This design comes from an exercise in tuning for small area, a short achievable clock period and few clock cycles per item on the open sky130 flow, not from production work.
In this exercise RTL edits were held to simulation tests only and were not proved equivalent to the original.
No activity file was given, so power comes from the tool's default toggle rates.

// gemm_top
module gemm_top (
    input  logic           clk,
    input  logic           rst,
    input  logic           start,
    input  logic           p_wr_en,
    input  logic [1:0]     p_wr_addr,
    input  logic [31:0]    p_wr_data,
    input  logic           q_wr_en,
    input  logic [1:0]     q_wr_addr,
    input  logic [15:0]    q_wr_data,
    input  logic           r_wr_en,
    input  logic [1:0]     r_wr_addr,
    input  logic [127:0]   r_wr_data,
    input  logic           r_rd_en,
    input  logic [1:0]     r_rd_addr,
    output logic           busy,
    output logic           done,
    output logic [127:0]   c_out,
    output logic           c_valid
);
Size in the first run: roughly 1100 flip-flops, ~320 I/O pins, ~59000 µm² of cells after synthesis.
==> flow/config.mk <==
export PLATFORM = sky130hd
export DESIGN_NAME = gemm_top
export DESIGN_NICKNAME = gemm_top
export VERILOG_FILES = /design/flow/design.v
export SDC_FILE = /design/flow/constraint.sdc
export NUM_CORES = 4
export LEC_CHECK = 0
export ABC_CLOCK_PERIOD_IN_PS = 3000
export CAP_MARGIN = 20
export CORE_MARGIN = 2
export CORE_UTILIZATION = 50
export SETUP_SLACK_MARGIN = 1.9
export SLEW_MARGIN = 20
==> flow/constraint.sdc <==
create_clock -name core_clock -period 5.0 [get_ports {clk}]
set_input_delay 1.0000 -clock core_clock [delete_from_list [all_inputs] [get_ports {clk}]]
set_output_delay 1.0000 -clock core_clock [all_outputs]
set_load 0.01 [all_outputs]
standard.sh (not shown) runs the stock make flow with config.mk's settings and CLKGATE_MAP_FILE= SYNTH_SCRIPT=/design/flow/synth_recipe.tcl, a recipe that flattens the netlist after the stock synthesis.
==> flow/flow/run.sh <==
#!/bin/bash
set -euo pipefail
export BUFFER_PORTS_ARGS="-buffer_cell sky130_fd_sc_hd__buf_2"
bash standard.sh finish > flow_make.log 2>&1
The baseline ran to the end with no violations.
Testbench counts at the start, summed over its fixed seeds: cycles 3,488, jobs 384.
Edit:
--- a/flow/config.mk
+++ b/flow/config.mk
@@ -7,3 +7,3 @@
 export LEC_CHECK = 0
-export ABC_CLOCK_PERIOD_IN_PS = 3000
+export ABC_CLOCK_PERIOD_IN_PS = 2800
 export CAP_MARGIN = 20
@@ -11,3 +11,3 @@
 export CORE_UTILIZATION = 50
-export SETUP_SLACK_MARGIN = 1.9
+export SETUP_SLACK_MARGIN = 2.2
 export SLEW_MARGIN = 20
=> Worst setup slack gains 0.093 ns. Non-clock buffer count increases by 181. Hold slack loses 0.0068 ns. Clock power increases by a few percent. Die area is unchanged. Routed wire length increases by a few percent.

Setup of onyx:
Starting RTL as in the previous note.
clock: 5.0 ns
lec_check: 0
abc_clock_period_in_ps: 2800
cap_margin: 20
core_margin: 2
core_utilization: 50
cts_cluster_diameter: 125
cts_cluster_size: 26
setup_slack_margin: 2.1
slew_margin: 20
Scripts as last shown in full above: flow/flow/run.sh
Testbench counts of onyx, summed over its fixed seeds: cycles 3,488, jobs 384.
The inputs of xenon differ from those of onyx as listed below.
- a change of SETUP_SLACK_MARGIN from 2.1 to 2.3
- a change of ABC_CLOCK_PERIOD_IN_PS from 2800 to 2600
- a change of CTS_CLUSTER_SIZE from 26 to 22
- a change of CTS_CLUSTER_DIAMETER from 125 to 110
==> comparison <==
- Count of clock-buffer cells in the layout ended up 14 higher on xenon than on onyx.
- Per the comparison of xenon with onyx, routed wire length went up 7.3%; clock power went up 4.5%.
- Worst setup slack: xenon vs onyx up 0.027 ns
- From xenon to onyx, simple-gate area share of the yosys netlist did not move at all.
- Looking at xenon and onyx, the proportion of cell area spent on the clock network is a wash.
- Combinational power share for xenon: 2.5 points up relative to onyx
Input changes introduced in violet (baseline for comparison: xenon):
- changing ABC_CLOCK_PERIOD_IN_PS from 2600 to 2800
- changing SETUP_SLACK_MARGIN from 2.3 to 2.1
Notes after the runs:
Share of power burned in combinational logic was higher in the run labelled xenon.
NOTE: first-pass iteration count of the detailed router in violet falls short of that of xenon
Compared with xenon, violet ends up with a smaller final cell area.
Total power (lower): violet
Comparing violet with xenon, the number of nets in the synthesized netlist came out essentially unchanged.
Tightest hold margin (higher): violet
Comparing xenon and violet, the lower number of diodes added for antenna fixing was measured on xenon.
Looking only at via-per-instance ratio, and setting everything else aside, the lower value of xenon and violet goes to violet.

Starting RTL as in the previous note.
export LEC_CHECK = 0
export ABC_CLOCK_PERIOD_IN_PS = 3300
export CAP_MARGIN = 20
export CORE_MARGIN = 2
export CORE_UTILIZATION = 50
export SETUP_SLACK_MARGIN = 1.6
export SLEW_MARGIN = 20
create_clock -name core_clock -period 5.0 [get_ports {clk}]
Scripts as last shown in full above: flow/flow/run.sh
The baseline passed the timing, DRC and antenna checks.
Testbench counts at the start, summed over its fixed seeds: cycles 3,488, jobs 384.
Then changed:
--- a/flow/config.mk
+++ b/flow/config.mk
@@ -8 +8 @@
-export ABC_CLOCK_PERIOD_IN_PS = 3300
+export ABC_CLOCK_PERIOD_IN_PS = 3000
@@ -12 +12,3 @@
-export SETUP_SLACK_MARGIN = 1.6
+export CTS_CLUSTER_DIAMETER = 110
+export CTS_CLUSTER_SIZE = 22
+export SETUP_SLACK_MARGIN = 1.9
Outcome: The changed run completed with no timing, DRC or antenna violations. Wire length goes up by 0.46%. Via count hardly moves. Design area decreases by 1.5%. Clock power goes down by 43%. Sequential power hardly moves. Utilization shrinks by 0.87 points. Worst setup slack improves by 130 ps. Hold slack is worse by 13 ps. Global-route usage came out lower by 0.24 points. Clock-buffer cell count fell by 53.

separate check: timing with driven ports:
Ports are ideal in the flow. The routed layouts listed here were re-timed in OpenROAD.
Step 1, drivers: a clkbuf_16 drives clk and a buf_2 each remaining input, both assumed.
Step 2 times the ports against the registers' clock, not the clock port: input delays grow and output delays shrink by t, the midpoint of the rising clock arrivals with the driver on.
a / b / c = ideal / step 1 / step 2; a / b = the first two.
| run | t (ns) | slack for setup (ns) | hold slack, ns | worst data-port slew with drivers (ns) |
|---|---|---|---|---|
| the first run of note 1 | 0.776 | 1.961 / 1.961 / 1.264 | 0.472 / 0.472 / 0.472 | 0.11 |
| the second run of note 1 | 0.771 | 2.054 / 2.054 / 1.407 | 0.465 / 0.465 / 0.465 | 0.12 |
| onyx | 0.750 | 2.018 / 2.046 / 1.315 | 0.519 / 0.519 / 0.519 | 0.12 |
| xenon | 0.761 | 2.045 / 2.045 / 1.346 | 0.474 / 0.474 / 0.474 | 0.14 |
| violet | 0.760 | 2.021 / 2.036 / 1.279 | 0.501 / 0.501 / 0.501 | 0.11 |
| the first run of note 3 | 0.781 | 1.772 / 1.772 / 1.123 | 0.483 / 0.483 / 0.483 | 0.11 |
| the second run of note 3 | 0.753 | 1.897 / 1.935 / 1.193 | 0.470 / 0.470 / 0.470 | 0.11 |
After both steps setup and hold are still met in every run listed. For violet, which loses most, drivers alone change the setup slack by +0.015 ns; drivers and shift together by -0.742 ns.
